This design comes from an exercise in tuning for small area on the open sky130 flow, not from production work.
Only simulation tests tie the RTL to the original design; equivalence was not proved.
Power and IR drop assume default switching activity. The flow treats the clock pin as an ideal source, which a real chip does not have.

**flow/config.mk**
```make
export PLATFORM = sky130hd
export DESIGN_NAME = tlb_lru_random_replace_top
export DESIGN_NICKNAME = tlb_lru_random_replace_top
export VERILOG_FILES = /design/flow/design.v
export SDC_FILE = /design/flow/constraint.sdc
export NUM_CORES = 4
export LEC_CHECK = 0
export CAP_MARGIN = 20
export CORE_MARGIN = 2
export CORE_UTILIZATION = 60
export PLACE_DENSITY = 0.85
export SLEW_MARGIN = 20
```
**flow/constraint.sdc**
```tcl
create_clock -name core_clock -period 7.5 [get_ports {clk}]
set_input_delay 1.5000 -clock core_clock [delete_from_list [all_inputs] [get_ports {clk}]]
set_output_delay 1.5000 -clock core_clock [all_outputs]
set_load 0.01 [all_outputs]
```
**flow/design.v**
```verilog
package tlbrr_pkg;
	localparam int ENTRIES    = 32;
	localparam int PAGE_BITS  = 11;
	localparam int FRAME_BITS = 10;
	localparam int STAMP_BITS = 32;
	localparam int SLOT_W     = $clog2(ENTRIES);
	localparam int LFSR_W     = 16;
	localparam logic [LFSR_W-1:0] LFSR_TAPS = 16'hB400;
	localparam logic [LFSR_W-1:0] LFSR_SEED = 16'hACE1;
	localparam logic [1:0] ACT_LOOKUP = 2'd0;
	localparam logic [1:0] ACT_FILL   = 2'd1;
	localparam logic [1:0] ACT_FLUSH  = 2'd2;
	typedef struct packed {
		logic [1:0]            action;
		logic [PAGE_BITS-1:0]  page_number;
		logic [FRAME_BITS-1:0] frame_number;
	} in_item_t;
	typedef struct packed {
		logic                  hit;
		logic [FRAME_BITS-1:0] found_frame;
		logic [SLOT_W-1:0]     slot;
		logic                  evicted;
	} out_item_t;
	typedef struct packed {
		logic latch_in;
		logic scan_start;
		logic scan_step;
		logic commit;
	} dp_cmd_t;
	typedef struct packed {
		logic need_scan;
		logic scan_last;
		logic out_free;
	} dp_stat_t;
	function automatic logic [SLOT_W:0] first_set(input logic [ENTRIES-1:0] vec);
		logic              found;
		logic [SLOT_W-1:0] idx;
		found = 1'b0;
		idx   = '0;
		for (int i = ENTRIES - 1; i >= 0; i--) begin
			if (vec[i]) begin
				found = 1'b1;
				idx   = SLOT_W'(i);
			end
		end
		first_set = {found, idx};
	endfunction
	function automatic logic [LFSR_W-1:0] lfsr_step(input logic [LFSR_W-1:0] cur);
		logic [LFSR_W-1:0] nxt;
		nxt = cur >> 1;
		if (cur[0]) begin
			nxt = nxt ^ LFSR_TAPS;
		end
		lfsr_step = nxt;
	endfunction
endpackage
module tlb_lru_random_replace_top(
	input  logic                 clk,
	input  logic                 arst_n,
	input  logic                 cfg_we,
	input  logic                 cfg_data,
	input  logic                 in_valid,
	output logic                 in_stall,
	input  tlbrr_pkg::in_item_t  in_data,
	output logic                 out_valid,
	input  logic                 out_stall,
	output tlbrr_pkg::out_item_t out_data
);
	localparam int N  = tlbrr_pkg::ENTRIES;
	localparam int PB = tlbrr_pkg::PAGE_BITS;
	localparam int FB = tlbrr_pkg::FRAME_BITS;
	localparam int SW = tlbrr_pkg::SLOT_W;
	localparam int W  = PB + FB + SW;    
	localparam logic [1:0] ST_INIT = 2'd0;
	localparam logic [1:0] ST_IDLE = 2'd1;
	localparam logic [1:0] ST_P1   = 2'd2;
	localparam logic [1:0] ST_P2   = 2'd3;
	logic [N*W-1:0]            ring_q;
	logic [1:0]                state_q;
	logic [SW-1:0]             ptr_q;
	logic [SW:0]               nvalid_q;
	logic                      mode_q;
	logic                      used_q;
	logic [tlbrr_pkg::LFSR_W-1:0] lfsr_q;
	logic                      out_valid_q;
	tlbrr_pkg::out_item_t      out_q;
	logic [SW-1:0]             rank_q;
	logic [PB-1:0] h_page;
	logic [FB-1:0] h_frame;
	logic [SW-1:0] h_rank;
	logic          h_valid;
	assign {h_page, h_frame, h_rank} = ring_q[W-1:0];
	logic full;
	assign full    = nvalid_q[SW];
	assign h_valid = full || (ptr_q < nvalid_q[SW-1:0]);
	logic [1:0] act;
	assign act = in_data.action;
	logic is_lookup, is_fill, is_flush;
	assign is_lookup = (act == tlbrr_pkg::ACT_LOOKUP);
	assign is_fill   = (act == tlbrr_pkg::ACT_FILL);
	assign is_flush  = (act == tlbrr_pkg::ACT_FLUSH);
	logic in_init, in_idle, in_p1, in_p2, last, tgt;
	assign in_init = (state_q == ST_INIT);
	assign in_idle = (state_q == ST_IDLE);
	assign in_p1   = (state_q == ST_P1);
	assign in_p2   = (state_q == ST_P2);
	assign last    = (ptr_q == SW'(N - 1));
	assign tgt     = (ptr_q == out_q.slot);
	logic [tlbrr_pkg::LFSR_W-1:0] lfsr_next;
	assign lfsr_next = tlbrr_pkg::lfsr_step(lfsr_q);
	logic upd;
	assign upd = !mode_q && used_q;
	logic cap_l, cap_v, cap_r, hit_now;
	assign cap_l   = in_p1 && is_lookup && !out_q.hit && h_valid && (h_page == in_data.page_number);
	assign cap_v   = in_p1 && is_fill && full && !mode_q && (h_rank == '0);
	assign cap_r   = in_p1 && is_fill && tgt;
	assign hit_now = out_q.hit || cap_l;
	logic start, accept;
	assign start  = in_idle && last && in_valid && !out_valid_q;
	assign accept = last && (in_p2 || (in_p1 && !(is_fill || (hit_now && upd))));
	assign in_stall = !accept;
	logic          wr;
	logic [PB-1:0] n_page;
	logic [FB-1:0] n_frame;
	logic [SW-1:0] n_rank;
	assign wr = in_p2 && tgt && is_fill;
	always_comb begin
		n_page  = h_page;
		n_frame = h_frame;
		n_rank  = h_rank;
		if (wr) begin
			n_page  = in_data.page_number;
			n_frame = in_data.frame_number;
		end
		if (in_init) begin
			n_rank = ptr_q;
		end else if (in_p2 && upd) begin
			if (tgt) begin
				n_rank = SW'(N - 1);
			end else if (h_rank > rank_q) begin
				n_rank = h_rank - 1'b1;
			end
		end
	end
	always_ff @(posedge clk) begin
		ring_q <= {n_page, n_frame, n_rank, ring_q[N*W-1:W]};
		if (start) begin
			out_q         <= '0;
			out_q.evicted <= is_fill && full;
			if (is_fill) begin
				out_q.slot <= !full ? nvalid_q[SW-1:0] :
				              mode_q ? lfsr_next[SW-1:0] : '0;
			end
		end else if (cap_l) begin
			out_q.hit         <= 1'b1;
			out_q.found_frame <= h_frame;
			out_q.slot        <= ptr_q;
		end else if (cap_v) begin
			out_q.slot <= ptr_q;
		end
		if (cap_l || cap_v || cap_r) begin
			rank_q <= h_rank;
		end
	end
	always_ff @(posedge clk or negedge arst_n) begin
		if (!arst_n) begin
			state_q     <= ST_INIT;
			ptr_q       <= '0;
			nvalid_q    <= '0;
			mode_q      <= 1'b0;
			used_q      <= 1'b0;
			lfsr_q      <= tlbrr_pkg::LFSR_SEED;
			out_valid_q <= 1'b0;
		end else begin
			ptr_q <= ptr_q + 1'b1;
			if (cfg_we) begin
				mode_q <= cfg_data;
			end
			case (state_q)
				ST_INIT: if (last) state_q <= ST_IDLE;
				ST_IDLE: if (start) state_q <= ST_P1;
				ST_P1:   if (last) state_q <= accept ? ST_IDLE : ST_P2;
				default: if (last) state_q <= ST_IDLE;
			endcase
			if (accept) begin
				out_valid_q <= 1'b1;
				if (is_flush) begin
					nvalid_q <= '0;
				end else if (is_fill && !full) begin
					nvalid_q <= nvalid_q + 1'b1;
				end
				if (!mode_q && (is_fill || hit_now)) begin
					used_q <= 1'b1;
				end
				if (mode_q && is_fill && full) begin
					lfsr_q <= lfsr_next;
				end
			end else if (!out_stall) begin
				out_valid_q <= 1'b0;
			end
		end
	end
	assign out_valid = out_valid_q;
	assign out_data  = out_q;
endmodule
```
**flow/flow/run.sh**
```bash
#!/bin/bash
# The standard ORFS layout (bash standard.sh), with two changes:
#  - port buffers are the smallest buffer (buf_1) instead of the resizer's default pick;
#  - the clock tree uses large sink clusters and no dummy loads. Large clusters
#    save clock buffers but raise the clock slew at the flip-flops, so the flow
#    tries the cluster settings in flow/cts_tries.txt in turn, from largest to
#    smallest, and keeps the first whose routed layout has a flip-flop clock-pin
#    slew (measured by flow/clkslew.tcl on ORFS's extracted parasitics) of at
#    most SLEW_OK_PS.
# Before placement, the combinational logic of the standard synthesis is mapped
# again for area by flow/remap.sh (the flip-flops are kept as synthesized).
# Each attempt's output goes to standard_N.log and its ORFS logs to attempt_N_logs/.
set -euo pipefail
SLEW_OK_PS=122
PLAT=$FLOW_HOME/platforms/sky130hd
RES=orfs/results/sky130hd/tlb_lru_random_replace_top/base
export BUFFER_PORTS_ARGS="-inputs -outputs -buffer_cell sky130_fd_sc_hd__buf_1"
bash standard.sh synth > standard_synth.log 2>&1
cp $RES/1_2_yosys.v synth_standard_netlist.v
bash flow/remap.sh synth_standard_netlist.v $RES/1_2_yosys.v $PLAT/lib/sky130_fd_sc_hd__tt_025C_1v80.lib
rm -f $RES/1_synth.odb
BASE="-sink_clustering_enable -repair_clock_nets -dont_use_dummy_load"
n=0
while read -r size diam; do
  [[ -z "$size" ]] && continue
  n=$((n + 1))
  export CTS_ARGS="$BASE -sink_clustering_size $size -sink_clustering_max_diameter $diam"
  echo "attempt $n: $CTS_ARGS" >> attempts.log
  if [[ $n -gt 1 ]]; then
    bash standard.sh clean_cts clean_route clean_finish > clean_$n.log 2>&1
  fi
  bash standard.sh > standard_$n.log 2>&1
  cp -r orfs/logs attempt_${n}_logs
  LIBFILE=$PLAT/lib/sky130_fd_sc_hd__tt_025C_1v80.lib ODB=$RES/6_final.odb SDCF=$RES/6_final.sdc \
    SPEFF=$RES/6_final.spef PLATFORM_DIR_=$PLAT \
    openroad -no_init -exit flow/clkslew.tcl > clkslew_$n.log 2>&1
  slew=$(awk '/^CLKSLEW_PS/ {print $2}' clkslew_$n.log)
  echo "attempt $n: clock-pin slew $slew ps" >> attempts.log
  if [[ -n "$slew" ]] && awk -v s="$slew" -v l="$SLEW_OK_PS" 'BEGIN {exit !(s <= l)}'; then
    break
  fi
done < flow/cts_tries.txt
```
**flow/flow/clkslew.tcl**
```tcl
# Prints the largest slew at a flip-flop clock pin of the final layout, in ps.
read_liberty $::env(LIBFILE)
read_db $::env(ODB)
read_sdc $::env(SDCF)
source $::env(PLATFORM_DIR_)/setRC.tcl
read_spef $::env(SPEFF)
set_propagated_clock [all_clocks]
set mx 0
foreach pin [all_registers -clock_pins -edge_triggered] {
  foreach edge {rise fall} {
    foreach analysis {min max} {
      set s [sta::time_ui_sta [get_property $pin slew_${analysis}_$edge]]
      set mx [expr {max($mx, $s * 1e12)}]
    }
  }
}
puts "CLKSLEW_PS $mx"
```
**flow/flow/cts_tries.txt**
```
37 120
35 90
33 75
30 75
25 60
```
**flow/flow/dont_use.txt**
```
sky130_fd_sc_hd__lpflow_bleeder_1
sky130_fd_sc_hd__lpflow_clkbufkapwr_1
sky130_fd_sc_hd__lpflow_clkbufkapwr_16
sky130_fd_sc_hd__lpflow_clkbufkapwr_2
sky130_fd_sc_hd__lpflow_clkbufkapwr_4
sky130_fd_sc_hd__lpflow_clkbufkapwr_8
sky130_fd_sc_hd__lpflow_clkinvkapwr_1
sky130_fd_sc_hd__lpflow_clkinvkapwr_16
sky130_fd_sc_hd__lpflow_clkinvkapwr_2
sky130_fd_sc_hd__lpflow_clkinvkapwr_4
sky130_fd_sc_hd__lpflow_clkinvkapwr_8
sky130_fd_sc_hd__lpflow_decapkapwr_12
sky130_fd_sc_hd__lpflow_decapkapwr_3
sky130_fd_sc_hd__lpflow_decapkapwr_4
sky130_fd_sc_hd__lpflow_decapkapwr_6
sky130_fd_sc_hd__lpflow_decapkapwr_8
sky130_fd_sc_hd__lpflow_inputiso0n_1
sky130_fd_sc_hd__lpflow_inputiso0p_1
sky130_fd_sc_hd__lpflow_inputiso1n_1
sky130_fd_sc_hd__lpflow_inputiso1p_1
sky130_fd_sc_hd__lpflow_inputisolatch_1
sky130_fd_sc_hd__lpflow_isobufsrc_1
sky130_fd_sc_hd__lpflow_isobufsrc_16
sky130_fd_sc_hd__lpflow_isobufsrc_2
sky130_fd_sc_hd__lpflow_isobufsrc_4
sky130_fd_sc_hd__lpflow_isobufsrc_8
sky130_fd_sc_hd__lpflow_isobufsrckapwr_16
sky130_fd_sc_hd__lpflow_lsbuf_lh_hl_isowell_tap_1
sky130_fd_sc_hd__lpflow_lsbuf_lh_hl_isowell_tap_2
sky130_fd_sc_hd__lpflow_lsbuf_lh_hl_isowell_tap_4
sky130_fd_sc_hd__lpflow_lsbuf_lh_isowell_4
sky130_fd_sc_hd__lpflow_lsbuf_lh_isowell_tap_1
sky130_fd_sc_hd__lpflow_lsbuf_lh_isowell_tap_2
sky130_fd_sc_hd__lpflow_lsbuf_lh_isowell_tap_4
sky130_fd_sc_hd__probe_p_8
sky130_fd_sc_hd__probec_p_8
```
**flow/flow/remap.abc**
```
strash
&get -n
&deepsyn -J 300 -T 150
&put
dch
amap
topo
dnsize -c
```
**flow/flow/remap.sh**
```bash
#!/bin/bash
# Re-maps the combinational logic of the standard synthesis netlist for area.
# The flip-flops (every sequential cell) are kept as they are, with their names;
# the gates between them are flattened to logic and mapped again by ABC with
# an area-oriented script (flow/remap.abc), then tie cells and pass-through
# buffers are added as ORFS's synthesis does.
# usage: remap.sh IN.v OUT.v LIBERTY
set -euo pipefail
IN=$1; OUT=$2; LIB=$3
DU=""
while read -r c; do DU="$DU -dont_use $c"; done < flow/dont_use.txt
cat > remap.ys <<EOY
read_liberty -ignore_miss_func $LIB
read_verilog $IN
hierarchy -top $FLOW_TOP
blackbox sky130_fd_sc_hd__df* sky130_fd_sc_hd__edf* sky130_fd_sc_hd__sdf* sky130_fd_sc_hd__sedf* sky130_fd_sc_hd__dl*
flatten
opt_clean
stat -liberty $LIB
abc -liberty $LIB $DU -script flow/remap.abc
read_liberty -lib -overwrite $LIB
hierarchy -top $FLOW_TOP
opt_clean -purge
splitnets
opt_clean -purge
hilomap -singleton -hicell sky130_fd_sc_hd__conb_1 HI -locell sky130_fd_sc_hd__conb_1 LO
insbuf -buf sky130_fd_sc_hd__buf_4 A X
rename -hide w:*.*
check -assert -mapped
stat -liberty $LIB
write_verilog -noattr -nohex -nodec $OUT
EOY
yosys -s remap.ys > remap.log 2>&1
```
**flow/standard.sh**
```bash
#!/bin/bash
# synth_recipe.tcl (not shown) runs the flow's synth.tcl, then flattens the netlist and writes it again
# the make line also repeats each setting of config.mk as NAME=value (left out here)
make -C /OpenROAD-flow-scripts/flow DESIGN_CONFIG=/design/flow/config.mk WORK_HOME=/design/flow/orfs CLKGATE_MAP_FILE= SYNTH_SCRIPT=/design/flow/synth_recipe.tcl "${@:-finish}"
```
==> results of run 1 <==
-- layout make-up --
type                       count  share of cell area [%]
sequential                   886                    86.5
timing repair buffer          50                   0.961
inverter                      43                   0.775
multi-input combinational    200                    5.59
tap                          402                    2.42
clock buffer                  31                    3.73
-- final timing paths --
path | startpoint | to | depth (start not counted)
setup / recovery | in_data[16] | in_stall | 10
hold / removal | ring_q[809]$_DFF_P_ | ring_q[783]$_DFF_P_ | 0
setup reg to reg | ptr_q[0]$_DFF_PN0_ | lfsr_q[13]$_DFFE_PN1P_ | 12
hold reg to reg | ring_q[809]$_DFF_P_ | ring_q[783]$_DFF_P_ | 0
max in group asynchronous | arst_n | ptr_q[4]$_DFF_PN0_ | 1
min in group asynchronous | arst_n | lfsr_q[14]$_DFFE_PN0P_ | 1
-- routing by layer --
layer  global-route usage (%)  up-vias
met5                        0        -
met4                     6.94        0
met3                     2.52       59
met2                     23.8      138
met1                     22.3     3558
li1                         -     3762
-- flip-flops by register name, indices dropped and copies added, names as in the netlist, 2 cells and up --
| name | count |
|---|---|
| ring_q | 832 |
| out_q | 17 |
| lfsr_q | 16 |
| nvalid_q | 6 |
| ptr_q | 5 |
| rank_q | 5 |
| state_q | 2 |
-- power breakdown --
| group | total [mW] | switching, mW | internal (mW) |
|---|---|---|---|
| Sequential | 4.75 | 0.00728 | 4.74 |
| Clock | 1.97 | 1.23 | 0.745 |
| Combinational | 0.0257 | 0.0174 | 0.00821 |
-- through the flow --
stage / hold WS, ns / std cells / setup WS, ns / util, %
floorplan: 0.310 / 1145 / 1.75 / -
global placement: 0.310 / 1581 / 1.68 / 63.2
detailed placement: 0.312 / 1581 / 1.57 / 63.2
CTS: 0.300 / 1612 / 1.53 / 65.6
global route: 0.304 / 1612 / 1.32 / 65.6
finish: 0.297 / 1612 / 1.49 / 65.6
-- critical path, delay by kind of cell --
| kind | cells | cell delay [ns] |
|---|---|---|
| compound gates | 3 | 1.01 |
| buf+inv | 4 | 0.90 |
| simple gates | 3 | 1.08 |
-- cell usage in the layout (no fill, tap or decap) --
cell       count
a2111oi_0      1
a211oi_1       3
a21oi_1       16
a221o_1        1
a221oi_1       2
a22oi_1        4
a31o_1         1
a31oi_1        2
a32o_1        10
buf_1         46
buf_4          3
clkbuf_16     31
clkbuf_2       1
clkinv_1      43
dfrtp_1       24
dfstp_2        8
dfxtp_1      843
edfxtp_1      11
nand2_1       23
nand3_1        2
nand4_1        1
nor2_1        55
nor2_2         1
nor2b_1        7
nor3_1         5
nor3_2         1
nor4_1         1
o2111ai_1      1
o21a_1         2
o21ai_0       11
o221a_1        1
o221ai_1       4
o22a_1        24
o22ai_1       15
or2_0          1
or4_1          5
==> results.ini, run 1 <==
[worst_setup_path]
worstPathMaxFanout = 13
regToRegSetupSlack_ns = 3.52
cp.required_ns = 6.00
slowest_stage = o21ai_0
arrival_ns = 4.51
worst-setup-path-type = in -> out
critical_path.cell_chain = buf_1 > a22oi_1 > o221ai_1 > or4_1 > or4_1 > nor3_2 > buf_4 > clkinv_1 > o21ai_0 > buf_1
cp-start-kind = input pin
end_kind = output port
critPathMaxStageDelay_ns = 0.50

[routing]
dr_wl_met2_um = 11400
detail_route.iter0.violations = 389
antenna_left = 0
met1_length_um = 12900
via_per_inst = 4.66
top_layer_used = met4
avgRoutedWirePerCell_um = 16.4
dr_wl_met3_um = 896
routed-via-count = 7517
drc = 0
wl_um = 26400
drt-pass1-iter-count = 4

[placed_design]
portBuffers = 47
place_area_um2 = 20000
place.gp.congestion = 0.872
dp_hpwl_um = 15900

[global_route]
antenna_found_initial = 0
grtUsageTotal_pct = 15.6
grt_pass1_wl_um = 40800
grt_max_degree = 34
overflow = 0
grt_pass1_vias = 7507

[power]
powerDensity_nw_per_um2 = 324
leakage_nw = 8.19
finalPower_mw = 6.74
irDropWorstVdd_uv = 228

[clocking]
cts.clk_slew.worst_paths_ns = 0.11
clock-sinks = 886
htreeDepth = 1
insertion_delay_ns = 0.60
clockBufferDepth = 3
postCtsSetupRepairBufs = 0
holdBufCountCts = 0
ctsResizeCount = 0
clockRootBuffer = clkbuf_16
cts_tree = built
numCtsBuffers = 31

[status]
outcome = complete, no violations

[sta]
setup_viol = 0
hold_viol_final = 0
period_needed_ns = 6.01
clock.fmax_mhz = 166
slew_headroom_pct = 32.8
final_max_slew_viol_count = 0
tightest_slew_ns = 1.00
clock_skew_ns = 0.0418
final.period_utilization_pct = 80.1
setup_tns_ns = 0
grt_setup_unrepaired = no

[final_layout]
regArea_um2 = 18000
multiInputGateArea_um2 = 1160
nNetsFinal = 1241
fin_area_um2 = 20800
drive_above_1_share_pct = 3.72
fillerInstances = 2094
diodes = 0
area_growth_pct = 7.02

[die]
die_w_um = 184
ioPinCount = 48
initial_utilization_pct = 61.3
fp-row-count = 65
chipHeight_um = 184
die-area_um2 = 33900
coreArea_um2 = 31700

[logic_synthesis]
ys_warn_count = 1
synthesis.area_um2 = 19500
post_synth.cell_area_avg_um2 = 17.0
syn_inst = 1145
syn-num-nets = 1174

[job]
cap_violations = 0

[worst_hold_path]
min_path_type = reg -> reg

==> run 2, diff against run 1 <==
--- a/flow/design.v
+++ b/flow/design.v
@@ -153,11 +153,8 @@
 			end
-		end else if (cap_l) begin
-			out_q.hit         <= 1'b1;
-			out_q.found_frame <= h_frame;
-			out_q.slot        <= ptr_q;
-		end else if (cap_v) begin
-			out_q.slot <= ptr_q;
-		end
-		if (cap_l || cap_v || cap_r) begin
-			rank_q <= h_rank;
+			rank_q <= '0;
+		end else begin
+			out_q.hit         <= out_q.hit | cap_l;
+			out_q.found_frame <= out_q.found_frame | (h_frame & {FB{cap_l}});
+			out_q.slot        <= out_q.slot | (ptr_q & {SW{cap_l | cap_v}});
+			rank_q            <= rank_q | (h_rank & {SW{cap_l | (cap_r && !full)}});
 		end
--- a/flow/flow/run.sh
+++ b/flow/flow/run.sh
@@ -13,3 +13,3 @@
 set -euo pipefail
-SLEW_OK_PS=122
+SLEW_OK_PS=124
 PLAT=$FLOW_HOME/platforms/sky130hd
==> flow/flow/cts_tries.txt (replaced) <==
38 120
36 90
35 90
33 75
30 75
25 60
==> run 2 against run 1 <==
  * Sequential share of layout area is 0.14 points lower
  * Worst setup slack better by 0.67 ns
  * First-iteration DRC count is 54% higher
  * Largest cell class unchanged
  * Register-to-register slack better by 0.79 ns
  * Global-route usage is 0.31 points lower
  * Total power is 1.3% lower
==> results.ini, run 2 <==
[clocking]
holdBufCountCts = 0
htreeDepth = 1
clock-sinks = 886
cts_tree = built
ctsResizeCount = 0
postCtsSetupRepairBufs = 0
cts.clk_slew.worst_paths_ns = 0.12
clockBufferDepth = 3
numCtsBuffers = 28
clockRootBuffer = clkbuf_16
insertion_delay_ns = 0.59

[global_route]
grt_pass1_wl_um = 40600
overflow = 0
antenna_found_initial = 1
grt_max_degree = 37
grtUsageTotal_pct = 15.3
grt_pass1_vias = 7626

[power]
powerDensity_nw_per_um2 = 321
irDropWorstVdd_uv = 227
leakage_nw = 8.12
finalPower_mw = 6.65

[final_layout]
nNetsFinal = 1269
area_growth_pct = 6.74
drive_above_1_share_pct = 3.55
regMostFlops = ring_q
largestRegisters = ring_q (832), out_q (17), lfsr_q (16)
layout_common_cells = dfxtp_1, clkinv_1, nor2_1, buf_1, nand2_1
largest_register_ffs = 832
fin_area_um2 = 20700
fillerInstances = 2102
layout_commonest_cell = dfxtp_1

[logic_synthesis]
synthesis.area_um2 = 19400
syn_inst = 1175
ys_warn_count = 1
post_synth.cell_area_avg_um2 = 16.5
syn-num-nets = 1204

[worst_setup_path]
critPathMaxStageDelay_ns = 0.56
worstPathMaxFanout = 14
crit_top_cell = buf_1
slowest_stage = or4_1
critical_path.cell_chain = buf_1 > or3_1 > or4_1 > nor3_2 > buf_4 > clkinv_1 > o21ai_0 > buf_1
end_kind = output port
cp.required_ns = 6.00
regToRegSetupSlack_ns = 4.31
cp-start-kind = input pin
critical_path_buf_inv_count = 4
worst-setup-path-type = in -> out
arrival_ns = 3.84
cp_top_family = simple AND/OR/NAND/NOR gates

[die]
fp-row-count = 65
initial_utilization_pct = 61.3
ioPinCount = 48
chipHeight_um = 184
die-area_um2 = 33800
coreArea_um2 = 31700
die_w_um = 184

[routing]
detail_route.iter0.violations = 600
drc = 0
met1_length_um = 12400
top_layer_used = met4
drt-pass1-iter-count = 6
dr_wl_met3_um = 1300
dr_wl_met2_um = 10800
routed-via-count = 7668
wl_um = 25100
avgRoutedWirePerCell_um = 15.3
antenna_left = 0
via_per_inst = 4.67

[sta]
clock.fmax_mhz = 187
final.period_utilization_pct = 71.2
clock_skew_ns = 0.0401
hold_viol_final = 0
setup_viol = 0
tightest_slew_ns = 0.788
slew_headroom_pct = 47.5
final_max_slew_viol_count = 0
grt_setup_unrepaired = no
period_needed_ns = 5.34
fin_hold_ws_ns = 0.295
setup_tns_ns = 0

[status]
outcome = complete, no violations

[placed_design]
place_area_um2 = 20000
portBuffers = 47
place.gp.congestion = 0.873
dp_hpwl_um = 15300

[job]
cap_violations = 0

[worst_hold_path]
min_path_type = reg -> reg

-- run 2: worst paths after layout --
| path | startpoint | end | cells after the start |
|---|---|---|---|
| setup reg to reg | ptr_q[4]$_DFF_PN0_ | ring_q[827]$_DFF_P_ | 7 |
| max in group asynchronous | arst_n | lfsr_q[12]$_DFFE_PN0P_ | 1 |
| setup / recovery | in_data[21] | in_stall | 8 |
| hold reg to reg | ring_q[437]$_DFF_P_ | ring_q[411]$_DFF_P_ | 0 |
| hold / removal | ring_q[437]$_DFF_P_ | ring_q[411]$_DFF_P_ | 0 |
| min in group asynchronous | arst_n | lfsr_q[3]$_DFFE_PN0P_ | 1 |
-- run 2: where the power goes --
part,internal (mW),switching [mW]
Clock,0.679,1.21
Sequential,4.73,0.00809
Combinational,0.00917,0.0178
Total,5.42,1.23
-- run 2: metrics by stage --
stage	instances	utilization (%)	setup WS, ns
2_1_floorplan	1175	-	2.30
3_3_place_gp	1612	63.2	2.24
3_5_place_dp	1612	63.2	2.16
4_1_cts	1640	65.4	2.16
5_1_grt	1641	65.4	2.02
6_report	1641	65.4	2.16
-- run 2: cell type report --
| class | count | area, um2 | share of cell area, % |
|---|---|---|---|
| Sequential cell | 886 | 17900 | 86.4 |
| Clock buffer | 28 | 701 | 3.38 |
| Timing Repair Buffer | 51 | 208 | 1.00 |
| Tap cell | 402 | 503 | 2.43 |
| Antenna cell | 1 | 2.50 | 0.0121 |
| Inverter | 61 | 229 | 1.10 |
| Multi-Input combinational cell | 212 | 1180 | 5.68 |
-- run 2: worst reg2reg max path: stages, from the launching register on --
cell and delay (ns):
dfrtp_1 0.43, clkinv_1 0.21, a221oi_1 0.33, o2111ai_1 0.26, nor3_2 0.16, buf_4 0.36
clkinv_1 0.72, o22ai_1 0.60
-- run 2: layer usage --
layer | up-vias | GRT usage, %
li1 | 3837 | -
met1 | 3589 | 22.5
met2 | 179 | 23.4
met3 | 63 | 3.09
met4 | 0 | 4.22
met5 | - | 0

==> port drivers added, routing unchanged <==
No port has a modelled driver above. Below, the same layouts with a new extraction and two added sets of constraints. Step 1 sets driving cells, clkbuf_16 on the clock port and buf_2 on the other inputs (assumed; they add their load-dependent delay and slew). Step 2 also shifts input and output timing later by t, the mid clock arrival at the registers, as if the neighbouring blocks saw the same clock. Slacks: ideal ports / drivers / drivers and shift; pairs: ideal ports / drivers.
run	t, ns	slack for setup (ns)	worst setup path at the end
run 1	0.625	1.492 / 1.473 / 1.473	input to output
run 2	0.623	2.160 / 2.098 / 2.098	input to output
After both steps setup and hold are still met in every run listed. For run 2, which loses most, drivers alone change the setup slack by -0.062 ns; drivers and shift together by -0.062 ns.
